This design comes from an exercise in tuning for small area on the open sky130 flow, not from production work. Function was checked by simulation only, so behaviour that the tests miss may differ from the original. Power is estimated from default activity; no workload was simulated.

File: design/flow/design.v
package key_extract_reli_tx_pkg;
   localparam int PROP_DAT_BIT   = 0;
   localparam int PROP_NACK_BIT  = 1;
   localparam int PROP_LOCAL_BIT = 2;
   localparam int PROP_WIDTH     = 3;
   localparam int DEF_DST_IP_NO         = 104;
   localparam int DEF_SRC_IP_NO         = 0;
   localparam int DEF_IP_WIDTH          = 128;
   localparam int DEF_RSIP_INDEX_NO     = 241;
   localparam int DEF_RSIP_INDEX_WIDTH  = 5;
   localparam int DEF_PKT_PROPERTY_NO   = 246;
   typedef enum logic [1:0] {
      KEY_TYPE_MISS = 2'd0,
      KEY_TYPE_DAT  = 2'd1,
      KEY_TYPE_NACK = 2'd2
   } key_type_e;
   typedef enum logic [1:0] {
      SKID_EMPTY = 2'd0,
      SKID_ONE   = 2'd1,
      SKID_FULL  = 2'd2
   } skid_state_e;
   function automatic logic [1:0] classify(input logic [key_extract_reli_tx_pkg::PROP_WIDTH-1:0] prop);
      if (prop[key_extract_reli_tx_pkg::PROP_DAT_BIT] && prop[key_extract_reli_tx_pkg::PROP_LOCAL_BIT]) begin
         classify = key_extract_reli_tx_pkg::KEY_TYPE_DAT;
      end else if (prop[key_extract_reli_tx_pkg::PROP_NACK_BIT] && prop[key_extract_reli_tx_pkg::PROP_LOCAL_BIT]) begin
         classify = key_extract_reli_tx_pkg::KEY_TYPE_NACK;
      end else begin
         classify = key_extract_reli_tx_pkg::KEY_TYPE_MISS;
      end
   endfunction
endpackage
module reli_tx_skid_buf
#(
   parameter int DATA_WIDTH = 8
) (
   input  logic                  clk,
   input  logic                  rst,
   input  logic [DATA_WIDTH-1:0] in_data,
   input  logic                  in_valid,
   output logic                  in_ready,
   output logic [DATA_WIDTH-1:0] out_data,
   output logic                  out_valid,
   input  logic                  out_ready
);
   logic                  full_q, valid_q;
   logic [DATA_WIDTH-1:0] out_q, skid_q;
   logic                  push, pop;
   logic                  sel_in, sel_skid, sel_hold;
   assign in_ready  = !full_q && !rst;
   assign out_valid = valid_q;
   assign out_data  = out_q;
   assign push      = in_valid && in_ready;
   assign pop       = valid_q && out_ready;
   assign sel_in   = !full_q && (out_ready || !valid_q);
   assign sel_skid = full_q && out_ready;
   assign sel_hold = valid_q && !out_ready;
   always_ff @(posedge clk) begin
      if (rst) begin
         valid_q <= 1'b0;
         full_q  <= 1'b0;
      end else begin
         valid_q <= push || full_q || (valid_q && !out_ready);
         full_q  <= (full_q && !out_ready) || (valid_q && !full_q && push && !out_ready);
      end
   end
   always_ff @(posedge clk) begin
      out_q <= ({DATA_WIDTH{sel_in}}   & in_data)
             | ({DATA_WIDTH{sel_skid}} & skid_q)
             | ({DATA_WIDTH{sel_hold}} & out_q);
      if (!full_q) begin
         skid_q <= in_data;
      end
   end
endmodule
module key_extract_reli_tx
#(
   parameter int PKT_METADATA_WIDTH = 274,
   parameter int KEY_WIDTH          = 133,
   parameter int DST_IP_NO          = key_extract_reli_tx_pkg::DEF_DST_IP_NO,
   parameter int SRC_IP_NO          = key_extract_reli_tx_pkg::DEF_SRC_IP_NO,
   parameter int IP_WIDTH           = key_extract_reli_tx_pkg::DEF_IP_WIDTH,
   parameter int RSIP_INDEX_NO      = key_extract_reli_tx_pkg::DEF_RSIP_INDEX_NO,
   parameter int RSIP_INDEX_WIDTH   = key_extract_reli_tx_pkg::DEF_RSIP_INDEX_WIDTH,
   parameter int PKT_PROPERTY_NO    = key_extract_reli_tx_pkg::DEF_PKT_PROPERTY_NO,
   parameter int NACK_USE_SRC       = 1,
   parameter int FORWARD_MISS       = 1,
   parameter int CNT_WIDTH          = 16
) (
   input  logic                          clk,
   input  logic                          rst,
   input  logic [PKT_METADATA_WIDTH-1:0] s_pkt_metadata_info,
   input  logic                          s_pkt_metadata_valid,
   output logic                          s_pkt_metadata_ready,
   output logic [KEY_WIDTH-1:0]          m_key_info,
   output logic [1:0]                    m_key_type,
   output logic [PKT_METADATA_WIDTH-1:0] m_key_metadata,
   output logic                          m_key_valid,
   input  logic                          m_key_ready,
   input  logic                          stat_clr,
   output logic [CNT_WIDTH-1:0]          stat_dat_cnt,
   output logic [CNT_WIDTH-1:0]          stat_nack_cnt,
   output logic [CNT_WIDTH-1:0]          stat_miss_cnt
);
   logic [key_extract_reli_tx_pkg::PROP_WIDTH-1:0] in_prop, out_prop;
   logic [1:0]                  in_type, out_type;
   logic [KEY_WIDTH-1:0]        out_key;
   logic                        emit, accept;
   logic [PKT_METADATA_WIDTH-1:0] out_meta;
   assign in_prop = s_pkt_metadata_info[PKT_PROPERTY_NO +: key_extract_reli_tx_pkg::PROP_WIDTH];
   assign in_type = key_extract_reli_tx_pkg::classify(in_prop);
   assign emit   = (in_type != key_extract_reli_tx_pkg::KEY_TYPE_MISS) || (FORWARD_MISS != 0);
   assign accept = s_pkt_metadata_valid && s_pkt_metadata_ready;
   reli_tx_skid_buf #(
      .DATA_WIDTH (PKT_METADATA_WIDTH)
   ) u_skid_buf (
      .clk       (clk),
      .rst       (rst),
      .in_data   (s_pkt_metadata_info),
      .in_valid  (s_pkt_metadata_valid && emit),
      .in_ready  (s_pkt_metadata_ready),
      .out_data  (out_meta),
      .out_valid (m_key_valid),
      .out_ready (m_key_ready)
   );
   assign out_prop = out_meta[PKT_PROPERTY_NO +: key_extract_reli_tx_pkg::PROP_WIDTH];
   assign out_type = key_extract_reli_tx_pkg::classify(out_prop);
   always_comb begin
      out_key = '0;
      case (out_type)
         key_extract_reli_tx_pkg::KEY_TYPE_DAT: begin
            out_key[IP_WIDTH-1:0]                 = out_meta[DST_IP_NO +: IP_WIDTH];
            out_key[IP_WIDTH +: RSIP_INDEX_WIDTH] = out_meta[RSIP_INDEX_NO +: RSIP_INDEX_WIDTH];
         end
         key_extract_reli_tx_pkg::KEY_TYPE_NACK: begin
            out_key[IP_WIDTH-1:0]                 = (NACK_USE_SRC != 0) ? out_meta[SRC_IP_NO +: IP_WIDTH]
                                                                        : out_meta[DST_IP_NO +: IP_WIDTH];
            out_key[IP_WIDTH +: RSIP_INDEX_WIDTH] = out_meta[RSIP_INDEX_NO +: RSIP_INDEX_WIDTH];
         end
         default: out_key = '0;
      endcase
   end
   assign m_key_type     = out_type;
   assign m_key_info     = out_key;
   assign m_key_metadata = out_meta;
   always_ff @(posedge clk) begin
      if (rst || stat_clr) begin
         stat_dat_cnt  <= '0;
         stat_nack_cnt <= '0;
         stat_miss_cnt <= '0;
      end else if (accept) begin
         case (in_type)
            key_extract_reli_tx_pkg::KEY_TYPE_DAT:  stat_dat_cnt  <= stat_dat_cnt + CNT_WIDTH'(1);
            key_extract_reli_tx_pkg::KEY_TYPE_NACK: stat_nack_cnt <= stat_nack_cnt + CNT_WIDTH'(1);
            default:       stat_miss_cnt <= stat_miss_cnt + CNT_WIDTH'(1);
         endcase
      end
   end
endmodule
File: design/flow/run.sh
#!/bin/bash
# synth_recipe.tcl (not shown) runs the flow's synth.tcl, then flattens the netlist and writes it again
# the make line also repeats each setting of config.mk as NAME=value (left out here)
make -C /OpenROAD-flow-scripts/flow DESIGN_CONFIG=/design/flow/config.mk WORK_HOME=/design/flow/orfs CLKGATE_MAP_FILE= SYNTH_SCRIPT=/design/flow/synth_recipe.tcl finish
File: design/flow/config.mk
export PLATFORM = sky130hd
export DESIGN_NAME = key_extract_reli_tx
export DESIGN_NICKNAME = key_extract_reli_tx
export VERILOG_FILES = /design/flow/design.v
export SDC_FILE = /design/flow/constraint.sdc
export NUM_CORES = 4
export LEC_CHECK = 0
export CAP_MARGIN = 20
export CORE_MARGIN = 2
export CORE_UTILIZATION = 40
export SLEW_MARGIN = 20
File: design/flow/constraint.sdc
create_clock -name core_clock -period 4.0 [get_ports {clk}]
set_input_delay 0.8000 -clock core_clock [delete_from_list [all_inputs] [get_ports {clk}]]
set_output_delay 0.8000 -clock core_clock [all_outputs]
set_load 0.01 [all_outputs]
==> impl_metrics.ini, run 1 <==
[clocking]
tritoncts = done
numCtsBuffers = 61
post_cts.resized_instances = 0
clk-insertion-delay-late_ns = 0.62
cts_max_level = 2
postCtsSetupRepairBufs = 0
root_buffer = clkbuf_16
cts_sinks = 598
clk_transition_reported_paths_ns = 0.06
holdBufCountCts = 0
clockBufferDepth = 3

[drt]
routed_via_count = 17512
routed_wire_length_per_instance_microns = 26.2
antenna_left = 0
drt_iter0_markers = 2324
drt-total-wl_microns = 80400
detailedRoute.firstPassIterationCount = 12
detail_route.drc_violations = 0
detail_route.vias_per_cell = 5.71

[setup_path]
critical_path_depth = 5
worstReg2RegStart = u_skid_buf.full_q
cp_class = flip-flop to output port
critPathRequiredTime_ns = 3.20
critical-path-top-delay-family = buffers and inverters
buffering_stage_count_on_the_worst_path_with_inverters_included = 2
worst-r2r-cell-count = 2
critical_path_arrival_ns = 2.71
setup.worst_path.end = m_key_info[115]
startpoint = u_skid_buf.out_q[248]
setup.worst_path.end_class = output port
worstReg2RegEnd = u_skid_buf.skid_q[82]
reg2reg_slack_ns = 1.91
path_max_fanout = 65
critical_path.cell_chain = nand2_1 > nor2_4 > buf_12 > a22o_1 > clkdlybuf4s50_1
worst_setup_path_start_kind = flip-flop
slowest_stage_cell_cp = clkdlybuf4s50_1
max_stage_delay_ns = 0.57

[synth]
largest_family_of_logic_cells_by_synthesized_area = compound AO/OA/AOI/OAI gates
yosys_warnings = 2
synthesis.nets = 1913
postSynth.topFlopCell = dfxtp_1
yosys-mux-area-fraction = 0.000932
synth_top_cell_area_share = 0.383
post_synth.cell_area_avg_sq_um = 13.2
post_synth_main_area_contributors = edfxtp_1, dfxtp_1, a222oi_1
post_synth_num_cell_types = 48
yosys.area.top_type = edfxtp_1
number_of_synthesized_register_bits = 598
yosys.area_share.simple = 0.0372
synthAdderAreaFrac = 0.00175
synth.cell_area_sq_mm = 0.0215
post_synth_inst_count = 1631
synth_compound_gate_area_share = 0.193
synth_enable_flop_cells = 274
synth_sequential_area_ratio = 0.685
synth_async_sr_flop_share = 0
synth_xor_xnor_area_share = 0.00938

[timing]
rel_slew_slack = 0.482
rsz_0062_raised_after_global_routing = false
report.final.slew_viol_count = 0
fmaxAchievable_mhz = 284
tightestPinTransition_ns = 0.776
setup_slack_ns = 0.485
fin_crit_sh = 0.879
timing.clock.skew_ns = 0.0171
setup_violations = 0
hold_slack_ns = 0.441
finalCriticalPeriod_ns = 3.51
report.final.hold_viol_count = 0

[cells_and_area]
finish.net_count = 2603
final_util = 0.596
area_growth_syn_to_layout_pct = 46.8
layout.filler_cells = 4297
layout.cells.most_common_list = clkdlybuf4s50_1, dfxtp_1, inv_1
layout.cells.most_common = clkdlybuf4s50_1
drive_gt1_frac = 0.0565

[die]
chipHeight_microns = 236
row_count = 84
die-width_microns = 236
initial_core_util = 0.406
placeableCoreArea_sq_mm = 0.0529
floorplan.die_area_sq_mm = 0.0556
io_pins = 738

[power_and_ir_drop]
power_density_mw_per_mm2 = 473
p_leak_nw = 12.5
worst_ir_drop_vdd_v = 0.000330

[grt]
antenna_found_initial = 24
grt_overflow_total = 0
grt_start_max_net_pins = 146
first_pass_grt_wire_length_microns = 115000
grt.total_usage = 0.276
first_global_vias = 16887

[min_path]
hold_path_class = flip-flop to flip-flop

[placed_design]
placement.io_buffers = 737
dp_hpwl_microns = 57700
gp_congestion = 0.866
detailedPlace.worstSlack_ns = 1.07

[run_status]
result_of_the_run = complete, no violations

[run]
cap_viol_max_count = 0
cell usage after synthesis (2+ instances only):
cell      instances
buf_1            11
a31oi_1           2
inv_1           282
clkbuf_1        116
and2_1            9
a41o_1            2
nand3_1          20
xor2_1           12
mux2i_1           2
nand4_2           2
and4_1            5
or2_2             3
nor2_1           33
or3_1            11
o31ai_1           7
ha_1              3
or4_1             7
a222oi_1        274
buf_2             3
xnor2_1          11
nand4_1           8
and3_1            4
o21ai_0          10
edfxtp_1        274
a22o_1          128
dfxtp_1         324
nor4_1            3
nor3_1            7
a21oi_1          21
nand2_1          19
sequential cells by signal, indices dropped and copies added (netlist names):
signal	cells
u_skid_buf.valid_q	1
u_skid_buf.skid_q	274
stat_nack_cnt	16
stat_dat_cnt	16
u_skid_buf.full_q	1
u_skid_buf.out_q	274
stat_miss_cnt	16
area by class of cell:
cell class,instances,area [sq um],share of cell area
inverter,282,1060,0.0337
clock inverter,33,254,0.00806
timing repair buffer,758,7700,0.244
clock buffer,82,1690,0.0535
sequential,598,14700,0.467
multi-input combinational,620,5230,0.166
antenna,8,20.0,0.000635
tap,688,861,0.0273
stage by stage:
| step | instances | cell area [sq um] | power, mW | setup TNS (ns) |
|---|---|---|---|---|
| 6_report | 3069 | 31500 | 14.9 | 0 |
| 5_1_grt | 3068 | 31500 | 15.4 | 0 |
| 4_1_cts | 3061 | 31500 | 15.0 | 0 |
| 3_5_place_dp | 2946 | 29600 | 9.53 | 0 |
| 3_3_place_gp | 2946 | 29600 | 9.48 | 0 |
| 2_1_floorplan | 1631 | 21500 | 8.03 | -247.08 |
worst min-delay path by stage:
| stage | startpoint | end | slack, ns | depth (start not counted) |
|---|---|---|---|---|
| after global routing | u_skid_buf.skid_q[112] | u_skid_buf.out_q[112] | 0.46 | 2 |
| final | u_skid_buf.skid_q[65] | u_skid_buf.out_q[65] | 0.44 | 2 |
| after detailed placement | u_skid_buf.skid_q[201] | u_skid_buf.out_q[201] | 0.43 | 2 |
| after floorplan | u_skid_buf.skid_q[0] | u_skid_buf.out_q[0] | 0.43 | 2 |
| after global placement | u_skid_buf.skid_q[177] | u_skid_buf.out_q[177] | 0.43 | 2 |
| after CTS | u_skid_buf.skid_q[65] | u_skid_buf.out_q[65] | 0.43 | 2 |
where the power goes:
group | switching, mW | internal [mW]
combinational | 0.897 | 1.23
sequential | 0.415 | 6.87
clock | 2.37 | 3.14
total | 3.69 | 11.2
tightest hold or removal path: cells and delay by family (launching register included):
family	cells	cell delay [ns]
AOI/OAI and AO/OA	1	0.06
buffers and inverters	1	0.05
DFF	1	0.32
kinds of logic (layout without fill, tap and decap cells):
family,after synthesis,in the layout
DFF,598,598
AOI/OAI and AO/OA,449,449
adders and majority gates,3,3
muxes,2,2
other,0,8
and+or+nand+nor,143,143
xor gates and xnor gates,23,23
buffers and inverters,413,1155
metal layers:
layer | vias to the layer above | wire, microns | GRT usage
met2 | 903 | 40000 | 0.477
met1 | 8652 | 31100 | 0.338
met4 | 26 | 1890 | 0.0745
met3 | 130 | 7210 | 0.0793
met5 | - | 172 | 0
li1 | 7801 | - | -
==> run 2, diff against run 1 <==
==> design/flow/flow/run.sh (new file) <==
#!/bin/bash
set -euo pipefail
export BUFFER_PORTS_ARGS="-buffer_cell sky130_fd_sc_hd__buf_1"
export CTS_ARGS="-sink_clustering_enable -repair_clock_nets -dont_use_dummy_load"
bash standard.sh > flow_make.log 2>&1
==> design/flow/standard.sh (new file) <==
#!/bin/bash
# synth_recipe.tcl (not shown) runs the flow's synth.tcl, then flattens the netlist and writes it again
# the make line also repeats each setting of config.mk as NAME=value (left out here)
make -C /OpenROAD-flow-scripts/flow DESIGN_CONFIG=/design/flow/config.mk WORK_HOME=/design/flow/orfs CLKGATE_MAP_FILE= SYNTH_SCRIPT=/design/flow/synth_recipe.tcl "${@:-finish}"
removed: design/flow/run.sh
==> run 2 against run 1 <==
Against the previous run:
- synthesized cell count unchanged
- highest routed layer unchanged
- critical endpoint is now m_key_info[122]
- largest power group unchanged
- sequential power about the same
- wire length decreased by 11%
- count of clock-buffer cells in the layout shrank 22
- utilization down 9.5 points
- clock power shrank 15%
- total power fell by 10%
- hold slack got worse by 0.051 ns
- synthesized area unchanged
- fmax is 16% higher
==> impl_metrics.ini, run 2 <==
[synth]
synth_sequential_area_ratio = 0.685
synth_async_sr_flop_share = 0
synth_most_common_cell = dfxtp_1
synth_enable_flop_cells = 274
post_synth_main_area_contributors = edfxtp_1, dfxtp_1, a222oi_1
number_of_synthesized_register_bits = 598
yosys.area.top_type = edfxtp_1
synth_top_cell_area_share = 0.383
post_synth_num_cell_types = 48
synth.cell_area_sq_mm = 0.0215
post_synth.cell_area_avg_sq_um = 13.2
post_synth_inst_count = 1631
yosys_warnings = 2
synth.cells.most_frequent = dfxtp_1, inv_1, a222oi_1, edfxtp_1, a22o_1
synthesis.nets = 1913
postSynth.topFlopCell = dfxtp_1

[placed_design]
gp_congestion = 0.862
dp_hpwl_microns = 50600
dpl.cell_count = 2948
placement.io_buffers = 737

[die]
floorplan.die_area_sq_mm = 0.0556
row_count = 84
die-width_microns = 236
placeableCoreArea_sq_mm = 0.0529
io_pins = 738
chipHeight_microns = 236
initial_core_util = 0.406

[grt]
antenna_found_initial = 25
first_pass_grt_wire_length_microns = 104000
first_global_vias = 16592
grt.total_usage = 0.243
grt_overflow_total = 0
grt_start_max_net_pins = 130

[timing]
totalNegativeSetupSlack_ns = 0
rsz_0062_raised_after_global_routing = false
hold_slack_ns = 0.390
fmaxAchievable_mhz = 330
report.final.slew_viol_count = 0
report.final.hold_viol_count = 0
timing.clock.skew_ns = 0.0275
finalCriticalPeriod_ns = 3.03
tightestPinTransition_ns = 0.917
setup_violations = 0
rel_slew_slack = 0.389
fin_crit_sh = 0.759

[cells_and_area]
layout.cells.most_common = buf_1
layout.cells.most_common_list = buf_1, dfxtp_1, inv_1
final_util = 0.501
area_growth_syn_to_layout_pct = 23.4
drive_gt1_frac = 0.0427
reg.largest.list = u_skid_buf.out_q x274, u_skid_buf.skid_q x274
finish.net_count = 2604
non_filler_cells_in_the_finished_layout = 3023

[clocking]
postCtsSetupRepairBufs = 0
cts_max_level = 2
post_cts.resized_instances = 0
cts_sinks = 598
clockBufferDepth = 3
tritoncts = done
holdBufCountCts = 0
clk-insertion-delay-late_ns = 0.61
root_buffer = clkbuf_16
clk_transition_reported_paths_ns = 0.06
numCtsBuffers = 60

[power_and_ir_drop]
worst_ir_drop_vdd_v = 0.000355
p_leak_nw = 10.4
power_density_mw_per_mm2 = 505

[drt]
detail_route.drc_violations = 0
routed_via_count = 17445
drt-total-wl_microns = 71600
detailedRoute.firstPassIterationCount = 12
routed_wire_length_per_instance_microns = 23.7
drt_iter0_markers = 2508
detail_route.vias_per_cell = 5.77
antenna_left = 0

[min_path]
worst_hold_startpoint = s_pkt_metadata_info[11]
cell_count_of_the_worst_hold_path = 1
hold_path_class = input port to flip-flop
hold_path_end = u_skid_buf.skid_q[11]

[setup_path]
cp_class = flip-flop to output port
critPathRequiredTime_ns = 3.20
path_max_fanout = 56
worstReg2RegStart = u_skid_buf.full_q
setup.worst_path.end_class = output port
worst-r2r-cell-count = 2
critical_path_arrival_ns = 2.23
reg2reg_slack_ns = 1.74
worst_setup_path_start_kind = flip-flop
worstReg2RegEnd = u_skid_buf.skid_q[106]

[run]
cap_viol_max_count = 0

[run_status]
result_of_the_run = complete, no violations
[run 2: cell counts after synthesis]
Identical to the previous run, type by type.
[run 2: worst max path at each step]
stage | from | endpoint | cells past startpoint
CTS | u_skid_buf.out_q[248] | m_key_info[8] | 5
floorplan | u_skid_buf.full_q | u_skid_buf.skid_q[0] | 2
global placement | rst | stat_dat_cnt[15] | 5
detailed placement | rst | stat_dat_cnt[15] | 5
finish | u_skid_buf.out_q[246] | m_key_info[122] | 4
global route | u_skid_buf.out_q[248] | m_key_info[8] | 5
[run 2: cells by family after synthesis]
family          after synthesis  synth area share
fa+ha+maj                     3           0.00175
simple gates                143            0.0372
buf+inv                     413            0.0725
xor+xnor                     23           0.00938
mux                           2          0.000932
flops                       598             0.685
compound gates              449             0.193
[run 2: final cells by class]
type                            count  area [sq um]
Timing Repair Buffer              760          3100
Fill cell                        4776         26400
Clock buffer                       60          1500
Sequential cell                   598         14700
Antenna cell                       15          37.5
Inverter                          282          1060
Multi-Input combinational cell    620          5230
Tap cell                          688           861
[run 2: where the power goes]
group	total (mW)	switching, mW	internal (mW)	leakage [nW]
sequential	7.25	0.377	6.87	5.60
clock	4.69	2.08	2.61	0.739
combinational	1.45	0.891	0.558	4.02
[run 2: metal layers]
metal | vias to the layer above | wire length [microns] | global-route usage
met5 | - | 79 | 0
met4 | 12 | 2800 | 0.103
met3 | 166 | 6700 | 0.0689
met2 | 981 | 34600 | 0.403
met1 | 8522 | 27400 | 0.296
li1 | 7764 | - | -
[run 2: stage by stage]
step | power (mW) | setup WS, ns | instance area [sq um]
after global routing | 13.9 | 0.790 | 26500
final | 13.4 | 0.966 | 26500
after global placement | 8.76 | 1.23 | 25000
after floorplan | 8.03 | -0.902 | 21500
after CTS | 13.5 | 0.944 | 26500
after detailed placement | 8.81 | 1.15 | 25000
[run 2: critical path: stages, from the launching register on]
cell and delay [ns]:
dfxtp_1 0.44, and2_4 0.43, buf_12 0.29, a22o_1 0.20, buf_1 0.23
==> run 3, diff against run 2 <==
==> design/flow/flow/run.sh (replaced) <==
#!/bin/bash
set -euo pipefail
export BUFFER_PORTS_ARGS="-buffer_cell sky130_fd_sc_hd__buf_1"
export CTS_ARGS="-sink_clustering_enable -repair_clock_nets -dont_use_dummy_load -buf_list sky130_fd_sc_hd__clkbuf_16 -sink_clustering_size 60 -sink_clustering_max_diameter 150"
bash standard.sh > flow_make.log 2>&1
--- a/design/flow/config.mk
+++ b/design/flow/config.mk
@@ -8,4 +8,4 @@
 export CAP_MARGIN = 20
 export CORE_MARGIN = 2
-export CORE_UTILIZATION = 40
+export CORE_UTILIZATION = 65
 export SLEW_MARGIN = 20
==> run 3 against run 2 <==
Against the previous run:
- the flow now stops in I/O pin placement (3_2_place_iop)
- synthesized area did not move
- synthesized cell count did not move
==> impl_metrics.ini, run 3 <==
[run_status]
result_of_the_run = did not finish
stop_stage = I/O pin placement (3_2_place_iop)
error = [ERROR PPL-0024] Number of IO pins (738) exceeds maximum number of available positions (666). Increase the die perimeter from 743.06um to 1003.68um.

[synth]
postSynth.topFlopCell = dfxtp_1
post_synth.cell_area_avg_sq_um = 13.2
synth.cell_area_sq_mm = 0.0215
synth_xor_xnor_area_share = 0.00938
synth_enable_flop_cells = 274
post_synth_num_cell_types = 48
synth_sequential_area_ratio = 0.685
yosys.area_share.simple = 0.0372
synth.cells.most_frequent = dfxtp_1, inv_1, a222oi_1, edfxtp_1, a22o_1
synthesis.nets = 1913
yosys.area.top_type = edfxtp_1
number_of_synthesized_register_bits = 598
synth_top_cell_area_share = 0.383
largest_family_of_logic_cells_by_synthesized_area = compound AO/OA/AOI/OAI gates
synth_most_common_cell = dfxtp_1
synthAdderAreaFrac = 0.00175
synth_async_sr_flop_share = 0
post_synth_main_area_contributors = edfxtp_1, dfxtp_1, a222oi_1
yosys_warnings = 2
yosys-mux-area-fraction = 0.000932
synth_compound_gate_area_share = 0.193
post_synth_inst_count = 1631

[die]
die-width_microns = 186
initial_core_util = 0.660
row_count = 66
chipHeight_microns = 186
[run 3: logic make-up after synthesis]
logic type	Yosys count
xor gates and xnor gates	23
AOI/OAI and AO/OA	449
DFF	598
buffers and inverters	413
adders and majority gates	3
and+or+nand+nor	143
muxes	2
==> run 4, diff against run 3 <==
==> design/flow/flow/run.sh (replaced) <==
#!/bin/bash
set -euo pipefail
export BUFFER_PORTS_ARGS="-buffer_cell sky130_fd_sc_hd__buf_1"
export CTS_ARGS="-sink_clustering_enable -repair_clock_nets -dont_use_dummy_load -buf_list sky130_fd_sc_hd__clkbuf_16 -sink_clustering_size 30 -sink_clustering_max_diameter 60"
bash standard.sh > flow_make.log 2>&1
--- a/design/flow/config.mk
+++ b/design/flow/config.mk
@@ -8,4 +8,4 @@
 export CAP_MARGIN = 20
 export CORE_MARGIN = 2
-export CORE_UTILIZATION = 65
+export CORE_UTILIZATION = 40
 export SLEW_MARGIN = 20
==> run 4 against run 3 <==
Against the previous run:
- now clean on timing, DRC and antenna
- synthesized area is the same
- synthesized cell count stayed put
==> impl_metrics.ini, run 4 <==
[run_status]
result_of_the_run = complete, no violations

[min_path]
cell_count_of_the_worst_hold_path = 2
hold_path_class = flip-flop to flip-flop

[power_and_ir_drop]
p_clk_frac = 0.299
share_comb_of_total_power = 0.117
worst_ir_drop_vdd_v = 0.000337
net_switching_power_mw = 3.19
power.total_mw = 12.4
p_leak_nw = 10.1
power.switching_fraction = 0.258
sequentialPowerShare = 0.584
internal-power_mw = 9.19
power_density_mw_per_mm2 = 476

[timing]
totalNegativeSetupSlack_ns = 0
tightestPinTransition_ns = 0.904
report.final.hold_viol_count = 0
rel_slew_slack = 0.397
report.final.slew_viol_count = 0
fmaxAchievable_mhz = 332
setup_violations = 0
timing.clock.skew_ns = 0.0535
finalCriticalPeriod_ns = 3.01
fin_crit_sh = 0.752
hold_slack_ns = 0.386
rsz_0062_raised_after_global_routing = false

[placed_design]
dpl.cell_count = 2948
gp_congestion = 0.862
dp_hpwl_microns = 50600
placement.io_buffers = 737

[setup_path]
critPathRequiredTime_ns = 3.20
reg2reg_slack_ns = 1.75
worstReg2RegStart = u_skid_buf.full_q
setup.worst_path.end = m_key_info[8]
setup.worst_path.end_class = output port
critical_path.cell_chain = nand2_1 > nor2_4 > buf_4 > a22o_1 > buf_1
critical_path_arrival_ns = 2.21
max_stage_delay_ns = 0.49
buffering_stage_count_on_the_worst_path_with_inverters_included = 2
path_max_fanout = 53
critical-path-top-delay-family = buffers and inverters
startpoint = u_skid_buf.out_q[248]
worst-r2r-cell-count = 2
cp_class = flip-flop to output port
worst_setup_path_start_kind = flip-flop
slowest_stage_cell_cp = buf_4
critical_path_depth = 5
worstReg2RegEnd = u_skid_buf.skid_q[206]

[die]
die-width_microns = 236
initial_core_util = 0.406
placeableCoreArea_sq_mm = 0.0529
io_pins = 738
row_count = 84
chipHeight_microns = 236
floorplan.die_area_sq_mm = 0.0556

[synth]
synth.cell_area_sq_mm = 0.0215
yosys_warnings = 2
post_synth_inst_count = 1631
yosys-mux-area-fraction = 0.000932
synthAdderAreaFrac = 0.00175
synth_sequential_area_ratio = 0.685
synth_xor_xnor_area_share = 0.00938
synth_enable_flop_cells = 274
synthesis.nets = 1913
post_synth_num_cell_types = 48
synth_compound_gate_area_share = 0.193
number_of_synthesized_register_bits = 598
synth_most_common_cell = dfxtp_1
post_synth_main_area_contributors = edfxtp_1, dfxtp_1, a222oi_1
largest_family_of_logic_cells_by_synthesized_area = compound AO/OA/AOI/OAI gates
yosys.area.top_type = edfxtp_1
postSynth.topFlopCell = dfxtp_1
synth_top_cell_area_share = 0.383
synth_async_sr_flop_share = 0
synth.cells.most_frequent = dfxtp_1, inv_1, a222oi_1, edfxtp_1, a22o_1
yosys.area_share.simple = 0.0372
post_synth.cell_area_avg_sq_um = 13.2

[run]
cap_viol_max_count = 0

[cells_and_area]
layout.cells.most_common_list = buf_1, dfxtp_1, inv_1
area_growth_syn_to_layout_pct = 21.1
finish.net_count = 2584
non_filler_cells_in_the_finished_layout = 3003
layout.cells.most_common = buf_1
drive_gt1_frac = 0.0343
reg.largest.list = u_skid_buf.out_q x274, u_skid_buf.skid_q x274
final_util = 0.492

[grt]
grt_overflow_total = 0
first_global_vias = 16383
grt_start_max_net_pins = 130
grt.total_usage = 0.242
first_pass_grt_wire_length_microns = 104000
antenna_found_initial = 26

[clocking]
post_cts.resized_instances = 0
clk_transition_reported_paths_ns = 0.11
root_buffer = clkbuf_16
clockBufferDepth = 3
tritoncts = done
numCtsBuffers = 40
postCtsSetupRepairBufs = 0
clk-insertion-delay-late_ns = 0.57
cts_max_level = 2
cts_sinks = 598
holdBufCountCts = 0

[drt]
routed_wire_length_per_instance_microns = 23.7
detailedRoute.firstPassIterationCount = 10
routed_via_count = 17346
drt_iter0_markers = 2605
detail_route.vias_per_cell = 5.78
antenna_left = 0
drt-total-wl_microns = 71300
detail_route.drc_violations = 0
[run 4: cell counts after synthesis]
No cell type changed its count.
[run 4: cells by family after synthesis]
logic type	after synthesis
multiplexers	2
flip-flops	598
AO/OA/AOI/OAI	449
buffers and inverters	413
XOR/XNOR	23
adder cells (fa/ha/maj)	3
AND/OR/NAND/NOR	143
[run 4: metal layers]
metal / wire, microns / part of all wire / track usage
met2: 34600 / 0.49 / 0.401
met4: 2700 / 0.038 / 0.105
met3: 6750 / 0.095 / 0.0638
met1: 27100 / 0.38 / 0.297
met5: 80 / 0.0011 / 0
[run 4: how the worst min path moves through the flow]
stage / end / from
global placement: u_skid_buf.out_q[166] / u_skid_buf.skid_q[166]
global route: u_skid_buf.skid_q[29] / s_pkt_metadata_info[29]
CTS: u_skid_buf.skid_q[134] / s_pkt_metadata_info[134]
finish: u_skid_buf.out_q[91] / u_skid_buf.skid_q[91]
floorplan: u_skid_buf.out_q[0] / u_skid_buf.skid_q[0]
detailed placement: u_skid_buf.out_q[36] / u_skid_buf.skid_q[36]
[run 4: per-stage QoR]
| stage | instance area [sq um] | worst slack, ns |
|---|---|---|
| final | 26000 | 0.992 |
| after detailed placement | 25000 | 1.15 |
| after floorplan | 21500 | -0.902 |
| after global routing | 26000 | 0.836 |
| after global placement | 25000 | 1.23 |
| after CTS | 26000 | 0.979 |
[run 4: layout make-up]
type	instances	area [sq um]
fill	4827	26900
sequential	598	14700
multi-input combinational	620	5230
timing repair buffer	760	3100
inverter	282	1060
clock buffer	40	1000
tap	688	861
antenna	15	37.5
[run 4: tightest hold or removal path, cell delays in order, from the launching register on]
cell and delay [ns]:
edfxtp_1 0.31, a222oi_1 0.06, inv_1 0.05
[run 4: power by group through the flow]
stage / registers, mW / logic (mW) / clock network, mW
3_3_place_gp: 7.34 / 1.42 / 0
4_1_cts: 7.23 / 1.45 / 3.79
2_1_floorplan: 7.35 / 0.679 / 0
6_report: 7.24 / 1.45 / 3.70
5_1_grt: 7.28 / 1.57 / 4.00
3_5_place_dp: 7.37 / 1.45 / 0
==> run 5, diff against run 4 <==
==> design/flow/flow/run.sh (replaced) <==
#!/bin/bash
set -euo pipefail
export BUFFER_PORTS_ARGS="-buffer_cell sky130_fd_sc_hd__buf_1"
export CTS_ARGS="-sink_clustering_enable -repair_clock_nets -dont_use_dummy_load -buf_list sky130_fd_sc_hd__clkbuf_8 -sink_clustering_size 16 -sink_clustering_max_diameter 50"
bash standard.sh > flow_make.log 2>&1
==> run 5 against run 4 <==
Against the previous run:
- still clean
- first-iteration DRC count shrank 6.5%
- die area is the same
- synthesized area is the same
- count of clock-buffer cells in the layout grew 15
- sequential power is essentially flat
- non-clock buffer count is the same
- sequential cell count is the same
- sequential share of layout area grew 0.52 points
- combinational power is essentially flat
- fmax shrank 3.6%
- wire length grew 0.27%
- critical path type unchanged
- highest routed layer unchanged
==> impl_metrics.ini, run 5 <==
[cells_and_area]
reg.largest.list = u_skid_buf.out_q x274, u_skid_buf.skid_q x274
non_filler_cells_in_the_finished_layout = 3020
drive_gt1_frac = 0.0406
finish.net_count = 2599
final_cell_area_sq_mm = 0.0258
final_util = 0.487
area_growth_syn_to_layout_pct = 20.0
layout.cells.most_common = buf_1
layout.cells.most_common_list = buf_1, dfxtp_1, inv_1

[timing]
report.final.slew_viol_count = 0
rsz_0062_raised_after_global_routing = false
totalNegativeSetupSlack_ns = 0
tightestPinTransition_ns = 0.908
fin_crit_sh = 0.780
setup_violations = 0
finalCriticalPeriod_ns = 3.12
setup_slack_ns = 0.881
rel_slew_slack = 0.395
hold_slack_ns = 0.329
report.final.hold_viol_count = 0
timing.clock.skew_ns = 0.0487
fmaxAchievable_mhz = 321

[setup_path]
worst-r2r-cell-count = 2
cp_class = flip-flop to output port
setup.worst_path.end_class = output port
critPathRequiredTime_ns = 3.20
critical_path_arrival_ns = 2.32
worst_setup_path_start_kind = flip-flop
path_max_fanout = 53

[clocking]
clk-insertion-delay-late_ns = 0.66
post_cts.resized_instances = 0
cts_max_level = 2
numCtsBuffers = 55
tritoncts = done
clk_transition_reported_paths_ns = 0.10
holdBufCountCts = 0
clockBufferDepth = 3
postCtsSetupRepairBufs = 0
root_buffer = clkbuf_8
cts_sinks = 598

[placed_design]
placement.io_buffers = 737
placedInstanceArea_sq_mm = 0.0250
gp_congestion = 0.862
dpl.cell_count = 2948
dp_hpwl_microns = 50600
detailedPlace.worstSlack_ns = 1.15

[synth]
yosys-mux-area-fraction = 0.000932
synth_top_cell_area_share = 0.383
synth_enable_flop_cells = 274
post_synth.cell_area_avg_sq_um = 13.2
synth_xor_xnor_area_share = 0.00938
synth.cells.most_frequent = dfxtp_1, inv_1, a222oi_1, edfxtp_1, a22o_1
synth.cell_area_sq_mm = 0.0215
number_of_synthesized_register_bits = 598
synth_most_common_cell = dfxtp_1
synth_async_sr_flop_share = 0
synth_sequential_area_ratio = 0.685
largest_family_of_logic_cells_by_synthesized_area = compound AO/OA/AOI/OAI gates
yosys.area.top_type = edfxtp_1
post_synth_main_area_contributors = edfxtp_1, dfxtp_1, a222oi_1
yosys_warnings = 2
synthAdderAreaFrac = 0.00175
synthesis.nets = 1913
synth_compound_gate_area_share = 0.193
yosys.area_share.simple = 0.0372
post_synth_num_cell_types = 48
postSynth.topFlopCell = dfxtp_1
post_synth_inst_count = 1631

[power_and_ir_drop]
power.total_mw = 11.8
power_density_mw_per_mm2 = 458
worst_ir_drop_vdd_v = 0.000292
p_leak_nw = 10.0

[grt]
first_global_vias = 16478
grt_start_max_net_pins = 130
antenna_found_initial = 25
grt.total_usage = 0.242
first_pass_grt_wire_length_microns = 104000
grt_overflow_total = 0

[run]
cap_viol_max_count = 0

[drt]
detail_route.drc_violations = 0
detail_route.vias_per_cell = 5.75
drt-total-wl_microns = 71400
drt_iter0_markers = 2435
routed_wire_length_per_instance_microns = 23.7
detailedRoute.firstPassIterationCount = 11
routed_via_count = 17358
antenna_left = 0

[die]
chipHeight_microns = 236
die-width_microns = 236
io_pins = 738
floorplan.die_area_sq_mm = 0.0556
initial_core_util = 0.406
placeableCoreArea_sq_mm = 0.0529
row_count = 84

[min_path]
hold_path_class = input port to flip-flop
cell_count_of_the_worst_hold_path = 1

[run_status]
result_of_the_run = complete, no violations
run 5: cell count changes in the layout (fill, tap and decap cells not counted):
cell / previous run / this run
clkbuf_16: 40 / 0
clkbuf_8: 0 / 55
diode_2: 15 / 17
run 5: where the power goes:
group	leakage (nW)	internal (mW)	switching, mW	total (mW)
combinational	4.02	0.558	0.890	1.45
clock	0.396	1.22	1.89	3.11
sequential	5.60	6.86	0.377	7.24
run 5: layout make-up:
| cell class | count | area (sq um) |
|---|---|---|
| multi-input combinational | 620 | 5230 |
| clock buffer | 55 | 757 |
| antenna | 17 | 42.5 |
| inverter | 282 | 1060 |
| timing repair buffer | 760 | 3100 |
| tap | 688 | 861 |
| sequential | 598 | 14700 |
| fill | 4850 | 27100 |
run 5: worst paths after layout:
path,from,end,slack (ns)
max,u_skid_buf.out_q[248],m_key_info[8],0.88
min,s_pkt_metadata_info[133],u_skid_buf.skid_q[133],0.33
max reg2reg,u_skid_buf.full_q,u_skid_buf.skid_q[233],1.76
min reg2reg,u_skid_buf.skid_q[82],u_skid_buf.out_q[82],0.39
run 5: critical path, cell delays in order, from the launching register on:
cell and delay (ns):
dfxtp_1 0.43, nand2_1 0.13, nor2_4 0.13, buf_4 0.51
a22o_1 0.23, buf_1 0.24
run 5: kinds of logic after synthesis:
| family | count (synthesis) |
|---|---|
| AND/OR/NAND/NOR | 143 |
| AO/OA/AOI/OAI | 449 |
| buffers and inverters | 413 |
| multiplexers | 2 |
| XOR/XNOR | 23 |
| flip-flops | 598 |
| adder cells (fa/ha/maj) | 3 |
run 5: metal layers:
metal | vias up | GRT usage | part of all wire
met5 | - | 0 | 0.00088
met4 | 10 | 0.105 | 0.037
met3 | 152 | 0.0633 | 0.097
met2 | 996 | 0.401 | 0.48
met1 | 8468 | 0.299 | 0.38
li1 | 7732 | - | -
==> run 6, diff against run 5 <==
--- a/design/flow/config.mk
+++ b/design/flow/config.mk
@@ -7,5 +7,6 @@
 export LEC_CHECK = 0
 export CAP_MARGIN = 20
+export CORE_ASPECT_RATIO = 2
 export CORE_MARGIN = 2
-export CORE_UTILIZATION = 40
+export CORE_UTILIZATION = 55
 export SLEW_MARGIN = 20
==> run 6 against run 5 <==
Against the previous run:
- the run now fails in I/O pin placement (3_2_place_iop)
- synthesized cell count stayed put
- synthesized area stayed put
==> impl_metrics.ini, run 6 <==
[synth]
post_synth_inst_count = 1631
post_synth.cell_area_avg_sq_um = 13.2
post_synth_main_area_contributors = edfxtp_1, dfxtp_1, a222oi_1
synthesis.nets = 1913
yosys.area.top_type = edfxtp_1
postSynth.topFlopCell = dfxtp_1
synth_most_common_cell = dfxtp_1
post_synth_num_cell_types = 48
synth.cells.most_frequent = dfxtp_1, inv_1, a222oi_1, edfxtp_1, a22o_1
synth_enable_flop_cells = 274
synth_sequential_area_ratio = 0.685
synth.cell_area_sq_mm = 0.0215
synth_async_sr_flop_share = 0
yosys_warnings = 2
number_of_synthesized_register_bits = 598
synth_top_cell_area_share = 0.383

[run_status]
result_of_the_run = did not finish
error = [ERROR PPL-0024] Number of IO pins (738) exceeds maximum number of available positions (718). Increase the die perimeter from 854.35um to 1003.68um.
stop_stage = I/O pin placement (3_2_place_iop)

[die]
initial_core_util = 0.555
chipHeight_microns = 283
row_count = 102
die-width_microns = 144
-- run 6: cell counts after synthesis --
Identical to the previous run, type by type.
-- run 6: cells by family after synthesis --
family                   Yosys count  synth area share
AO/OA/AOI/OAI                    449             0.193
XOR/XNOR                          23           0.00938
adder cells (fa/ha/maj)            3           0.00175
buffers and inverters            413            0.0725
flip-flops                       598             0.685
multiplexers                       2          0.000932
AND/OR/NAND/NOR                  143            0.0372
==> run 7, diff against run 6 <==
==> design/flow/flow/run.sh (replaced) <==
#!/bin/bash
set -euo pipefail
export BUFFER_PORTS_ARGS="-buffer_cell sky130_fd_sc_hd__buf_1"
export CTS_ARGS="-sink_clustering_enable -repair_clock_nets -dont_use_dummy_load -buf_list sky130_fd_sc_hd__clkbuf_8 -sink_clustering_size 22 -sink_clustering_max_diameter 45"
bash standard.sh > flow_make.log 2>&1
--- a/design/flow/config.mk
+++ b/design/flow/config.mk
@@ -7,6 +7,5 @@
 export LEC_CHECK = 0
 export CAP_MARGIN = 20
-export CORE_ASPECT_RATIO = 2
 export CORE_MARGIN = 2
-export CORE_UTILIZATION = 55
+export CORE_UTILIZATION = 40
 export SLEW_MARGIN = 20
==> run 7 against run 6 <==
Against the previous run:
- now clean on timing, DRC and antenna
- synthesized area is the same
- synthesized cell count is the same
==> impl_metrics.ini, run 7 <==
[run_status]
result_of_the_run = complete, no violations

[drt]
antenna_left = 0
drt_iter0_markers = 2494
routed_wire_length_per_instance_microns = 23.7
detail_route.vias_per_cell = 5.78
detail_route.drc_violations = 0
drt-total-wl_microns = 71900
detailedRoute.firstPassIterationCount = 9
routed_via_count = 17509

[synth]
synth_top_cell_area_share = 0.383
synthesis.nets = 1913
post_synth_num_cell_types = 48
synth_most_common_cell = dfxtp_1
postSynth.topFlopCell = dfxtp_1
post_synth_inst_count = 1631
synth_async_sr_flop_share = 0
post_synth_main_area_contributors = edfxtp_1, dfxtp_1, a222oi_1
post_synth.cell_area_avg_sq_um = 13.2
yosys.area.top_type = edfxtp_1
number_of_synthesized_register_bits = 598
synth_enable_flop_cells = 274
synth.cell_area_sq_mm = 0.0215
yosys_warnings = 2
synth_sequential_area_ratio = 0.685
synth.cells.most_frequent = dfxtp_1, inv_1, a222oi_1, edfxtp_1, a22o_1

[power_and_ir_drop]
internal-power_mw = 8.91
p_leak_nw = 10.1
net_switching_power_mw = 3.25
sequentialPowerShare = 0.595
power_density_mw_per_mm2 = 469
power.switching_fraction = 0.267
p_clk_frac = 0.285
share_comb_of_total_power = 0.119
worst_ir_drop_vdd_v = 0.000265

[clocking]
tritoncts = done
clk-insertion-delay-late_ns = 0.65
numCtsBuffers = 67
post_cts.resized_instances = 0
clk_transition_reported_paths_ns = 0.09
root_buffer = clkbuf_8
cts_max_level = 3
holdBufCountCts = 0
clockBufferDepth = 3
postCtsSetupRepairBufs = 0
cts_sinks = 598

[cells_and_area]
area_growth_syn_to_layout_pct = 20.8
multiInputGateArea_sq_mm = 0.00523
storage_cell_area_sq_mm = 0.0147
drive_gt1_frac = 0.0456
reg.largest.list = u_skid_buf.out_q x274, u_skid_buf.skid_q x274
layout.cells.most_common = buf_1
layout.filler_cells = 4820
finish.net_count = 2611
final_cell_area_sq_mm = 0.0259
layout.cells.most_common_list = buf_1, dfxtp_1, inv_1
final_util = 0.491

[timing]
report.final.slew_viol_count = 0
fmaxAchievable_mhz = 320
tightestPinTransition_ns = 0.916
timing.clock.skew_ns = 0.0668
setup_slack_ns = 0.875
finalCriticalPeriod_ns = 3.13
fin_crit_sh = 0.781
rel_slew_slack = 0.389
report.final.hold_viol_count = 0
hold_slack_ns = 0.349
setup_violations = 0
rsz_0062_raised_after_global_routing = false

[setup_path]
critPathRequiredTime_ns = 3.20
reg2reg_slack_ns = 1.72
setup.worst_path.end_class = output port
worst-r2r-cell-count = 2
cp_class = flip-flop to output port
worstReg2RegStart = u_skid_buf.full_q
path_max_fanout = 56
critical_path_arrival_ns = 2.33
worst_setup_path_start_kind = flip-flop
worstReg2RegEnd = u_skid_buf.skid_q[236]

[grt]
grt_overflow_total = 0
grt_start_max_net_pins = 130
grt.total_usage = 0.245
first_pass_grt_wire_length_microns = 104000
antenna_found_initial = 26
first_global_vias = 16607

[die]
die-width_microns = 236
floorplan.die_area_sq_mm = 0.0556
initial_core_util = 0.406
chipHeight_microns = 236
placeableCoreArea_sq_mm = 0.0529
row_count = 84
io_pins = 738

[min_path]
worst_hold_startpoint = s_pkt_metadata_info[139]
hold_path_end = u_skid_buf.skid_q[139]
cell_count_of_the_worst_hold_path = 1
hold_path_class = input port to flip-flop

[placed_design]
gp_congestion = 0.862
detailedPlace.worstSlack_ns = 1.15
placedInstanceArea_sq_mm = 0.0250
dp_hpwl_microns = 50600
placement.io_buffers = 737

[run]
cap_viol_max_count = 0
## run 7: cell counts after synthesis
Identical to the previous run, type by type.
## run 7: through the flow
stage	TNS [ns]	total power [mW]	instances
after global routing	0	12.6	3031
after detailed placement	0	8.81	2948
after global placement	0	8.76	2948
after CTS	0	12.3	3015
final	0	12.2	3031
after floorplan	-247.08	8.03	1631
## run 7: metal layers
layer	GRT usage	vias to the layer above	part of all wire
met5	0	-	0.00089
met4	0.113	10	0.038
met3	0.0697	161	0.094
met2	0.403	1005	0.48
met1	0.298	8584	0.39
li1	-	7749	-
## run 7: how the worst max path moves through the flow
| stage | end | from | cells past startpoint | slack, ns |
|---|---|---|---|---|
| 2_1_floorplan | u_skid_buf.skid_q[0] | u_skid_buf.full_q | 2 | -0.90 |
| 3_3_place_gp | stat_dat_cnt[15] | rst | 5 | 1.23 |
| 6_report | m_key_info[122] | u_skid_buf.out_q[246] | 4 | 0.87 |
| 4_1_cts | m_key_info[8] | u_skid_buf.out_q[246] | 4 | 0.86 |
| 5_1_grt | m_key_info[8] | u_skid_buf.out_q[248] | 5 | 0.75 |
| 3_5_place_dp | stat_dat_cnt[15] | rst | 5 | 1.15 |
## run 7: final cells by class
type,count,area share
repair buffers,760,0.120
diodes,16,0.00154
flip-flops and latches,598,0.567
multi-input cells,620,0.202
clock buffers,67,0.0356
inverters,282,0.0410
well taps,688,0.0332
## run 7: worst max-delay path: stages, from the launching register on
cell     delay [ns]
dfxtp_1        0.45
and2_4         0.42
buf_12         0.29
a22o_1         0.20
buf_1          0.23
## run 7: power groups by stage
stage / Clock (mW) / Combinational, mW / Sequential, mW
floorplan: 0 / 0.679 / 7.35
global placement: 0 / 1.42 / 7.34
detailed placement: 0 / 1.45 / 7.37
CTS: 3.58 / 1.45 / 7.23
global route: 3.79 / 1.57 / 7.28
finish: 3.47 / 1.45 / 7.24
## run 7: logic make-up (layout without fill, tap and decap cells)
family | count (synthesis) | after routing | synth area share
adders and majority gates | 3 | 3 | 0.00175
DFF | 598 | 598 | 0.685
muxes | 2 | 2 | 0.000932
AOI/OAI and AO/OA | 449 | 449 | 0.193
xor gates and xnor gates | 23 | 23 | 0.00938
and+or+nand+nor | 143 | 143 | 0.0372
buffers and inverters | 413 | 1109 | 0.0725
other | 0 | 16 | 0
==> run 8, diff against run 7 <==
==> design/flow/flow/run.sh (replaced) <==
#!/bin/bash
set -euo pipefail
export BUFFER_PORTS_ARGS="-buffer_cell sky130_fd_sc_hd__buf_1"
export CTS_ARGS="-sink_clustering_enable -repair_clock_nets -dont_use_dummy_load -buf_list sky130_fd_sc_hd__clkbuf_8 -sink_clustering_size 20 -sink_clustering_max_diameter 50"
bash standard.sh > flow_make.log 2>&1
--- a/design/flow/config.mk
+++ b/design/flow/config.mk
@@ -7,5 +7,6 @@
 export LEC_CHECK = 0
 export CAP_MARGIN = 20
+export CORE_ASPECT_RATIO = 0.5
 export CORE_MARGIN = 2
-export CORE_UTILIZATION = 40
+export CORE_UTILIZATION = 55
 export SLEW_MARGIN = 20
==> run 8 against run 7 <==
Against the previous run:
- sequential cell count stayed put
- count of clock-buffer cells in the layout is 30 lower
- sequential power hardly changed
- synthesized cell count stayed put
- non-clock buffer count is 3 lower
- first-iteration DRC count is 12% higher
- clock skew is 0.017 ns lower
- wire length is 7.1% lower
- critical path depth stayed put
- synthesized area stayed put
- total power is 7.4% lower
- worst setup slack worse by 0.089 ns
==> impl_metrics.ini, run 8 <==
[drt]
detailedRoute.firstPassIterationCount = 9
detail_route.drc_violations = 0
drt_iter0_markers = 2794
antenna_left = 0
drt-total-wl_microns = 66800
routed_wire_length_per_instance_microns = 23.6
routed_via_count = 17075
detail_route.vias_per_cell = 6.02

[die]
chipHeight_microns = 144
initial_core_util = 0.555
die-width_microns = 283
io_pins = 738
placeableCoreArea_sq_mm = 0.0387
row_count = 51
floorplan.die_area_sq_mm = 0.0407

[grt]
gr-max-usage-layer = met2
grt.total_usage = 0.305
groute.layer.met1.usage = 0.419
antenna_found_initial = 9
first_pass_grt_wire_length_microns = 94700
met2_routing_resource_usage_after_global_routing = 0.487
grt_use_met3 = 0.0641
first_global_vias = 14957
grt_start_max_net_pins = 186
grt_overflow_total = 0

[timing]
fin_crit_sh = 0.804
tightestPinTransition_ns = 0.983
fmaxAchievable_mhz = 311
report.final.slew_viol_count = 0
finalCriticalPeriod_ns = 3.21
setup_slack_ns = 0.785
report.final.hold_viol_count = 0
setup_violations = 0
rsz_0062_raised_after_global_routing = false
timing.clock.skew_ns = 0.0493
rel_slew_slack = 0.345

[clocking]
numCtsBuffers = 37
holdBufCountCts = 0
cts_sinks = 598
root_buffer = clkbuf_8
postCtsSetupRepairBufs = 0
clk_transition_reported_paths_ns = 0.12
post_cts.resized_instances = 0
clk-insertion-delay-late_ns = 0.60
tritoncts = done
clockBufferDepth = 3
cts_max_level = 2

[synth]
postSynth.topFlopCell = dfxtp_1
yosys_warnings = 2
synth_xor_xnor_area_share = 0.00938
largest_family_of_logic_cells_by_synthesized_area = compound AO/OA/AOI/OAI gates
yosys-mux-area-fraction = 0.000932
synth_top_cell_area_share = 0.383
synth_sequential_area_ratio = 0.685
post_synth_inst_count = 1631
synth_async_sr_flop_share = 0
synth.cells.most_frequent = dfxtp_1, inv_1, a222oi_1, edfxtp_1, a22o_1
synth_compound_gate_area_share = 0.193
yosys.area.top_type = edfxtp_1
post_synth.cell_area_avg_sq_um = 13.2
synthAdderAreaFrac = 0.00175
post_synth_main_area_contributors = edfxtp_1, dfxtp_1, a222oi_1
synth_enable_flop_cells = 274
post_synth_num_cell_types = 48
number_of_synthesized_register_bits = 598
synthesis.nets = 1913
synth.cell_area_sq_mm = 0.0215
synth_most_common_cell = dfxtp_1
yosys.area_share.simple = 0.0372

[cells_and_area]
area_growth_syn_to_layout_pct = 17.6
layout.filler_cells = 3169
finish.net_count = 2578
non_filler_cells_in_the_finished_layout = 2835
layout.cells.most_common = buf_1
storage_cell_area_sq_mm = 0.0147
drive_gt1_frac = 0.0318
multiInputGateArea_sq_mm = 0.00523
reg.largest.list = u_skid_buf.out_q x274, u_skid_buf.skid_q x274
layout.cells.most_common_list = buf_1, dfxtp_1, inv_1

[placed_design]
placement.io_buffers = 737
gp_congestion = 0.925
dpl.cell_count = 2787
dp_hpwl_microns = 46600
detailedPlace.worstSlack_ns = 1.32

[setup_path]
path_max_fanout = 45
worst_setup_path_start_kind = flip-flop
critPathRequiredTime_ns = 3.20
critical_path_arrival_ns = 2.41
setup.worst_path.end_class = output port
cp_class = flip-flop to output port

[run_status]
result_of_the_run = complete, no violations

[power_and_ir_drop]
p_leak_nw = 9.85
power_density_mw_per_mm2 = 446
worst_ir_drop_vdd_v = 0.000315

[run]
cap_viol_max_count = 0

[min_path]
hold_path_class = input port to flip-flop
run 8: path summary, 6_finish.rpt:
| check | startpoint | to | slack [ns] | depth (start not counted) |
|---|---|---|---|---|
| setup / recovery | u_skid_buf.out_q[246] | m_key_info[114] | 0.79 | 4 |
| hold / removal | s_pkt_metadata_info[227] | u_skid_buf.skid_q[227] | 0.40 | 1 |
| setup reg to reg | u_skid_buf.valid_q | u_skid_buf.out_q[42] | 1.80 | 5 |
| hold reg to reg | u_skid_buf.skid_q[38] | u_skid_buf.out_q[38] | 0.45 | 2 |
run 8: cell families (layout without fill, tap and decap cells):
kind of cell	Yosys count	in the layout
fa+ha+maj	3	3
other cells	0	11
flops	598	598
simple gates	143	143
buf+inv	413	1076
xor+xnor	23	23
mux	2	2
compound gates	449	449
run 8: final cells by class:
type	instances	share of cell area
repair buffers	757	0.121
clock buffers	37	0.0202
inverters	282	0.0420
well taps	530	0.0262
flip-flops and latches	598	0.582
diodes	11	0.00109
multi-input cells	620	0.207
run 8: metrics by stage:
step	area, sq um	power [mW]	utilization	hold slack [ns]	setup TNS, ns
final	25300	11.3	0.653	0.396	0
after global placement	24700	8.74	0.639	0.427	0
after global routing	25200	11.7	0.653	0.362	0
after floorplan	21500	8.03	-	0.426	-247.08
after CTS	25200	11.3	0.653	0.354	0
after detailed placement	24700	8.77	0.639	0.433	0
run 8: layer usage:
layer,up-vias,share of wire
li1,7679,-
met1,8435,0.41
met5,-,0.00040
met2,831,0.48
met3,126,0.080
met4,4,0.029
run 8: worst max-delay path, cell delays in order (launching register included):
cell	delay (ns)
dfxtp_1	0.45
and2_4	0.37
buf_4	0.48
a22o_1	0.22
buf_1	0.26
run 8: power by group:
part	total, mW	internal, mW	switching (mW)
clock network	2.61	0.843	1.77
logic	1.44	0.550	0.891
registers	7.21	6.86	0.354
==> run 9, diff against run 8 <==
==> design/flow/flow/run.sh (replaced) <==
#!/bin/bash
set -euo pipefail
export BUFFER_PORTS_ARGS="-buffer_cell sky130_fd_sc_hd__buf_1"
export CTS_ARGS="-sink_clustering_enable -repair_clock_nets -dont_use_dummy_load -buf_list sky130_fd_sc_hd__clkbuf_4 -sink_clustering_size 8 -sink_clustering_max_diameter 30"
bash standard.sh > flow_make.log 2>&1
--- a/design/flow/config.mk
+++ b/design/flow/config.mk
@@ -7,6 +7,6 @@
 export LEC_CHECK = 0
 export CAP_MARGIN = 20
-export CORE_ASPECT_RATIO = 0.5
+export CORE_ASPECT_RATIO = 0.4
 export CORE_MARGIN = 2
-export CORE_UTILIZATION = 55
+export CORE_UTILIZATION = 65
 export SLEW_MARGIN = 20
==> run 9 against run 8 <==
Against the previous run:
- clock power increased by 9.6%
- die area decreased by 15%
- critical path depth unchanged
- design area about the same
- utilization increased by 12 points
- via count increased by 3.4%
- sequential power about the same
==> impl_metrics.ini, run 9 <==
[power_and_ir_drop]
sequentialPowerShare = 0.627
p_clk_frac = 0.249
net_switching_power_mw = 3.13
power.switching_fraction = 0.272
power_density_mw_per_mm2 = 456
internal-power_mw = 8.37
p_leak_nw = 9.96
share_comb_of_total_power = 0.124
worst_ir_drop_vdd_v = 0.000277

[run_status]
result_of_the_run = complete, no violations

[setup_path]
critical_path_arrival_ns = 2.66
max_stage_delay_ns = 0.68
cp_class = flip-flop to output port
critical_path.cell_chain = and2_4 > buf_12 > a22o_1 > buf_1
buffering_stage_count_on_the_worst_path_with_inverters_included = 2
setup.worst_path.end_class = output port
critPathRequiredTime_ns = 3.20
critical-path-top-delay-family = simple AND/OR/NAND/NOR gates
worst_setup_path_start_kind = flip-flop
slowest_stage_cell_cp = and2_4
path_max_fanout = 60

[die]
placeableCoreArea_sq_mm = 0.0328
initial_core_util = 0.655
die-width_microns = 291
row_count = 42
io_pins = 738
floorplan.die_area_sq_mm = 0.0347
chipHeight_microns = 119

[cells_and_area]
drive_gt1_frac = 0.0517
finish.net_count = 2626
area_growth_syn_to_layout_pct = 17.6
reg.largest.list = u_skid_buf.out_q x274, u_skid_buf.skid_q x274
final_util = 0.770
layout.cells.most_common = buf_1
final_cell_area_sq_mm = 0.0253
layout.filler_cells = 2299
layout.cells.most_common_list = buf_1, dfxtp_1, inv_1

[synth]
postSynth.topFlopCell = dfxtp_1
synth_top_cell_area_share = 0.383
post_synth_main_area_contributors = edfxtp_1, dfxtp_1, a222oi_1
post_synth_num_cell_types = 48
synth.cells.most_frequent = dfxtp_1, inv_1, a222oi_1, edfxtp_1, a22o_1
synthesis.nets = 1913
synth_most_common_cell = dfxtp_1
synth.cell_area_sq_mm = 0.0215
synth_enable_flop_cells = 274
yosys.area.top_type = edfxtp_1
post_synth.cell_area_avg_sq_um = 13.2
number_of_synthesized_register_bits = 598
synth_sequential_area_ratio = 0.685
synth_async_sr_flop_share = 0
yosys_warnings = 2
post_synth_inst_count = 1631

[clocking]
tritoncts = done
clk-insertion-delay-late_ns = 0.79
holdBufCountCts = 0
cts_max_level = 3
cts_sinks = 598
numCtsBuffers = 84
postCtsSetupRepairBufs = 0
clk_transition_reported_paths_ns = 0.09
post_cts.resized_instances = 0
root_buffer = clkbuf_4
clockBufferDepth = 3

[grt]
antenna_found_initial = 6
grt.total_usage = 0.365
grt_start_max_net_pins = 181
first_pass_grt_wire_length_microns = 97000
first_global_vias = 15856
grt_overflow_total = 0

[drt]
detail_route.drc_violations = 0
drt-total-wl_microns = 65600
routed_via_count = 17663
antenna_left = 0
detailedRoute.firstPassIterationCount = 11
routed_wire_length_per_instance_microns = 23.5
drt_iter0_markers = 3229
detail_route.vias_per_cell = 6.33

[timing]
fmaxAchievable_mhz = 289
rel_slew_slack = 0.332
setup_slack_ns = 0.538
finalCriticalPeriod_ns = 3.46
tightestPinTransition_ns = 1.00
report.final.slew_viol_count = 0
timing.clock.skew_ns = 0.0533
setup_violations = 0
report.final.hold_viol_count = 0
rsz_0062_raised_after_global_routing = false
fin_crit_sh = 0.865

[run]
cap_viol_max_count = 0

[min_path]
hold_path_class = input port to flip-flop

[placed_design]
gp_congestion = 0.914
detailedPlace.worstSlack_ns = 1.23
placedInstanceArea_sq_mm = 0.0246
placement.io_buffers = 737
dp_hpwl_microns = 45900
## run 9: cell counts after synthesis
Identical to the previous run, type by type.
## run 9: area by class of cell
class	instances	area (sq um)	share of cell area
flip-flops and latches	598	14700	0.583
multi-input cells	620	5230	0.207
repair buffers	758	3040	0.120
inverters	282	1060	0.0421
clock buffers	84	631	0.0250
well taps	440	551	0.0218
diodes	10	25.0	0.000991
## run 9: final timing paths
check | slack (ns) | startpoint | cells past startpoint | endpoint
worst max-delay path | 0.54 | u_skid_buf.out_q[246] | 4 | m_key_info[102]
worst min-delay path | 0.21 | s_pkt_metadata_info[165] | 1 | u_skid_buf.skid_q[165]
worst max register to register | 1.88 | u_skid_buf.full_q | 4 | stat_dat_cnt[15]
worst min register to register | 0.41 | u_skid_buf.skid_q[101] | 2 | u_skid_buf.out_q[101]
## run 9: per-stage QoR
step	hold slack (ns)	TNS, ns	total power [mW]	std cells
after floorplan	0.426	-247.08	8.03	1631
after global placement	0.426	0	8.70	2698
after detailed placement	0.434	0	8.76	2698
after CTS	0.145	0	11.5	2782
after global routing	0.158	0	12.0	2784
final	0.211	0	11.5	2792
## run 9: kinds of logic after synthesis
| group | Yosys count | synth area share |
|---|---|---|
| xor+xnor | 23 | 0.00938 |
| flops | 598 | 0.685 |
| fa+ha+maj | 3 | 0.00175 |
| simple gates | 143 | 0.0372 |
| mux | 2 | 0.000932 |
| compound gates | 449 | 0.193 |
| buf+inv | 413 | 0.0725 |
## run 9: metal layers
metal | vias to the layer above | share of wire | track usage
li1 | 7819 | - | -
met4 | 4 | 0.029 | 0.112
met2 | 1086 | 0.47 | 0.573
met5 | - | 0.00041 | 0
met1 | 8609 | 0.40 | 0.518
met3 | 145 | 0.093 | 0.0756
## run 9: power groups by stage
stage / logic [mW] / registers (mW) / clock network, mW
final: 1.43 / 7.22 / 2.86
after global routing: 1.54 / 7.25 / 3.18
after CTS: 1.42 / 7.20 / 2.91
after detailed placement: 1.41 / 7.34 / 0
after global placement: 1.38 / 7.33 / 0
after floorplan: 0.679 / 7.35 / 0
==> run 10, diff against run 9 <==
--- a/design/flow/config.mk
+++ b/design/flow/config.mk
@@ -6,7 +6,7 @@
 export NUM_CORES = 4
 export LEC_CHECK = 0
-export CAP_MARGIN = 20
+export CAP_MARGIN = 5
 export CORE_ASPECT_RATIO = 0.4
 export CORE_MARGIN = 2
 export CORE_UTILIZATION = 65
-export SLEW_MARGIN = 20
+export SLEW_MARGIN = 5
==> run 10 against run 9 <==
Against the previous run:
- via count stayed put
- largest power group unchanged
- critical path depth stayed put
- clock skew stayed put
- register-to-register slack hardly changed
- hold slack stayed put
- largest cell class unchanged
- cell count stayed put
==> impl_metrics.ini, run 10 <==
[clocking]
tritoncts = done
cts_max_level = 3
root_buffer = clkbuf_4
clockBufferDepth = 3
holdBufCountCts = 0
numCtsBuffers = 84
postCtsSetupRepairBufs = 0
post_cts.resized_instances = 0
cts_sinks = 598
clk_transition_reported_paths_ns = 0.09
clk-insertion-delay-late_ns = 0.79

[drt]
antenna_left = 0
drt-total-wl_microns = 65600
routed_wire_length_per_instance_microns = 23.5
routed_via_count = 17663
drt_iter0_markers = 3229
detailedRoute.firstPassIterationCount = 11
detail_route.drc_violations = 0
detail_route.vias_per_cell = 6.33

[grt]
first_pass_grt_wire_length_microns = 97000
grt_overflow_total = 0
antenna_found_initial = 6
first_global_vias = 15856
grt.total_usage = 0.365
grt_start_max_net_pins = 181

[cells_and_area]
reg.largest.list = u_skid_buf.out_q x274, u_skid_buf.skid_q x274
final_cell_area_sq_mm = 0.0253
non_filler_cells_in_the_finished_layout = 2792
finish.net_count = 2626
area_growth_syn_to_layout_pct = 17.6
layout.cells.most_common = buf_1
layout.cells.most_common_list = buf_1, dfxtp_1, inv_1
drive_gt1_frac = 0.0517
layout.filler_cells = 2299

[timing]
tightestPinTransition_ns = 1.00
finalCriticalPeriod_ns = 3.46
fmaxAchievable_mhz = 289
timing.clock.skew_ns = 0.0533
totalNegativeSetupSlack_ns = 0
report.final.hold_viol_count = 0
rel_slew_slack = 0.332
setup_slack_ns = 0.538
fin_crit_sh = 0.865
report.final.slew_viol_count = 0
setup_violations = 0
rsz_0062_raised_after_global_routing = false

[placed_design]
dp_hpwl_microns = 45900
placement.io_buffers = 737
dpl.cell_count = 2698
gp_congestion = 0.914
detailedPlace.worstSlack_ns = 1.23
placedInstanceArea_sq_mm = 0.0246

[setup_path]
critPathRequiredTime_ns = 3.20
worstReg2RegStart = u_skid_buf.full_q
max_stage_delay_ns = 0.68
worst-r2r-cell-count = 4
setup.worst_path.end = m_key_info[102]
reg2reg_slack_ns = 1.88
worst_setup_path_start_kind = flip-flop
cp_class = flip-flop to output port
worstReg2RegEnd = stat_dat_cnt[15]
critical_path.cell_chain = and2_4 > buf_12 > a22o_1 > buf_1
slowest_stage_cell_cp = and2_4
startpoint = u_skid_buf.out_q[246]
critical_path_arrival_ns = 2.66
path_max_fanout = 60
setup.worst_path.end_class = output port

[synth]
synth_sequential_area_ratio = 0.685
synthesis.nets = 1913
synth.cell_area_sq_mm = 0.0215
post_synth_num_cell_types = 48
post_synth_main_area_contributors = edfxtp_1, dfxtp_1, a222oi_1
post_synth.cell_area_avg_sq_um = 13.2
number_of_synthesized_register_bits = 598
yosys_warnings = 2
yosys.area.top_type = edfxtp_1
synth_top_cell_area_share = 0.383
post_synth_inst_count = 1631
postSynth.topFlopCell = dfxtp_1
synth.cells.most_frequent = dfxtp_1, inv_1, a222oi_1, edfxtp_1, a22o_1
synth_enable_flop_cells = 274
synth_most_common_cell = dfxtp_1
synth_async_sr_flop_share = 0

[power_and_ir_drop]
power_density_mw_per_mm2 = 456
worst_ir_drop_vdd_v = 0.000277
p_leak_nw = 9.96

[run_status]
result_of_the_run = complete, no violations

[die]
floorplan.die_area_sq_mm = 0.0347
chipHeight_microns = 119
die-width_microns = 291
io_pins = 738
placeableCoreArea_sq_mm = 0.0328
row_count = 42
initial_core_util = 0.655

[min_path]
hold_path_class = input port to flip-flop

[run]
cap_viol_max_count = 0
run 10: cell counts after synthesis:
No cell type changed its count.
run 10: kinds of logic after synthesis:
kind of cell             Yosys count  share of synthesized area
AO/OA/AOI/OAI                    449                      0.193
XOR/XNOR                          23                    0.00938
adder cells (fa/ha/maj)            3                    0.00175
buffers and inverters            413                     0.0725
flip-flops                       598                      0.685
multiplexers                       2                   0.000932
AND/OR/NAND/NOR                  143                     0.0372
run 10: worst min path at each step:
| stage | start | end | slack [ns] | cells after the start |
|---|---|---|---|---|
| global placement | u_skid_buf.skid_q[174] | u_skid_buf.out_q[174] | 0.43 | 2 |
| floorplan | u_skid_buf.skid_q[0] | u_skid_buf.out_q[0] | 0.43 | 2 |
| detailed placement | u_skid_buf.skid_q[121] | u_skid_buf.out_q[121] | 0.43 | 2 |
| global route | s_pkt_metadata_info[253] | u_skid_buf.skid_q[253] | 0.16 | 1 |
| finish | s_pkt_metadata_info[165] | u_skid_buf.skid_q[165] | 0.21 | 1 |
| CTS | s_pkt_metadata_info[165] | u_skid_buf.skid_q[165] | 0.15 | 1 |
run 10: worst max-delay path, delay by kind of cell, from the launching register on:
family / cells / cell delay [ns]
simple gates: 1 / 0.68
buf+inv: 2 / 0.55
flops: 1 / 0.44
compound gates: 1 / 0.18
run 10: per-stage QoR:
step                      total power [mW]  hold WS (ns)  utilization
final                                 11.5         0.211        0.770
after global placement                8.70         0.426        0.750
after floorplan                       8.03         0.426            -
after CTS                             11.5         0.145        0.769
after global routing                  12.0         0.158        0.769
after detailed placement              8.76         0.434        0.750
run 10: report_power, final:
group / switching, mW / leakage (nW) / internal [mW] / total [mW]
sequential: 0.361 / 5.60 / 6.86 / 7.22
combinational: 0.880 / 3.98 / 0.549 / 1.43
clock: 1.89 / 0.387 / 0.968 / 2.86
total: 3.13 / 9.96 / 8.37 / 11.5
run 10: layout make-up:
class / instances / area, sq um / area share
Antenna cell: 10 / 25.0 / 0.000991
Clock buffer: 84 / 631 / 0.0250
Inverter: 282 / 1060 / 0.0421
Multi-Input combinational cell: 620 / 5230 / 0.207
Sequential cell: 598 / 14700 / 0.583
Tap cell: 440 / 551 / 0.0218
Timing Repair Buffer: 758 / 3040 / 0.120
run 10: layer usage:
| metal | wire length (microns) | share of wire | up-vias | GRT usage |
|---|---|---|---|---|
| met5 | 27 | 0.00041 | - | 0 |
| met4 | 1930 | 0.029 | 4 | 0.112 |
| met3 | 6110 | 0.093 | 145 | 0.0756 |
| met2 | 31100 | 0.47 | 1086 | 0.573 |
| met1 | 26500 | 0.40 | 8609 | 0.518 |
| li1 | - | - | 7819 | - |

Check on run 10: ideal ports give 0.538 ns setup slack; a clkbuf_16 on the clock port and buf_2 on the inputs give 0.479 ns; moving port delays by the midpoint clock arrival (0.826 ns) as well gives 1.204 ns.
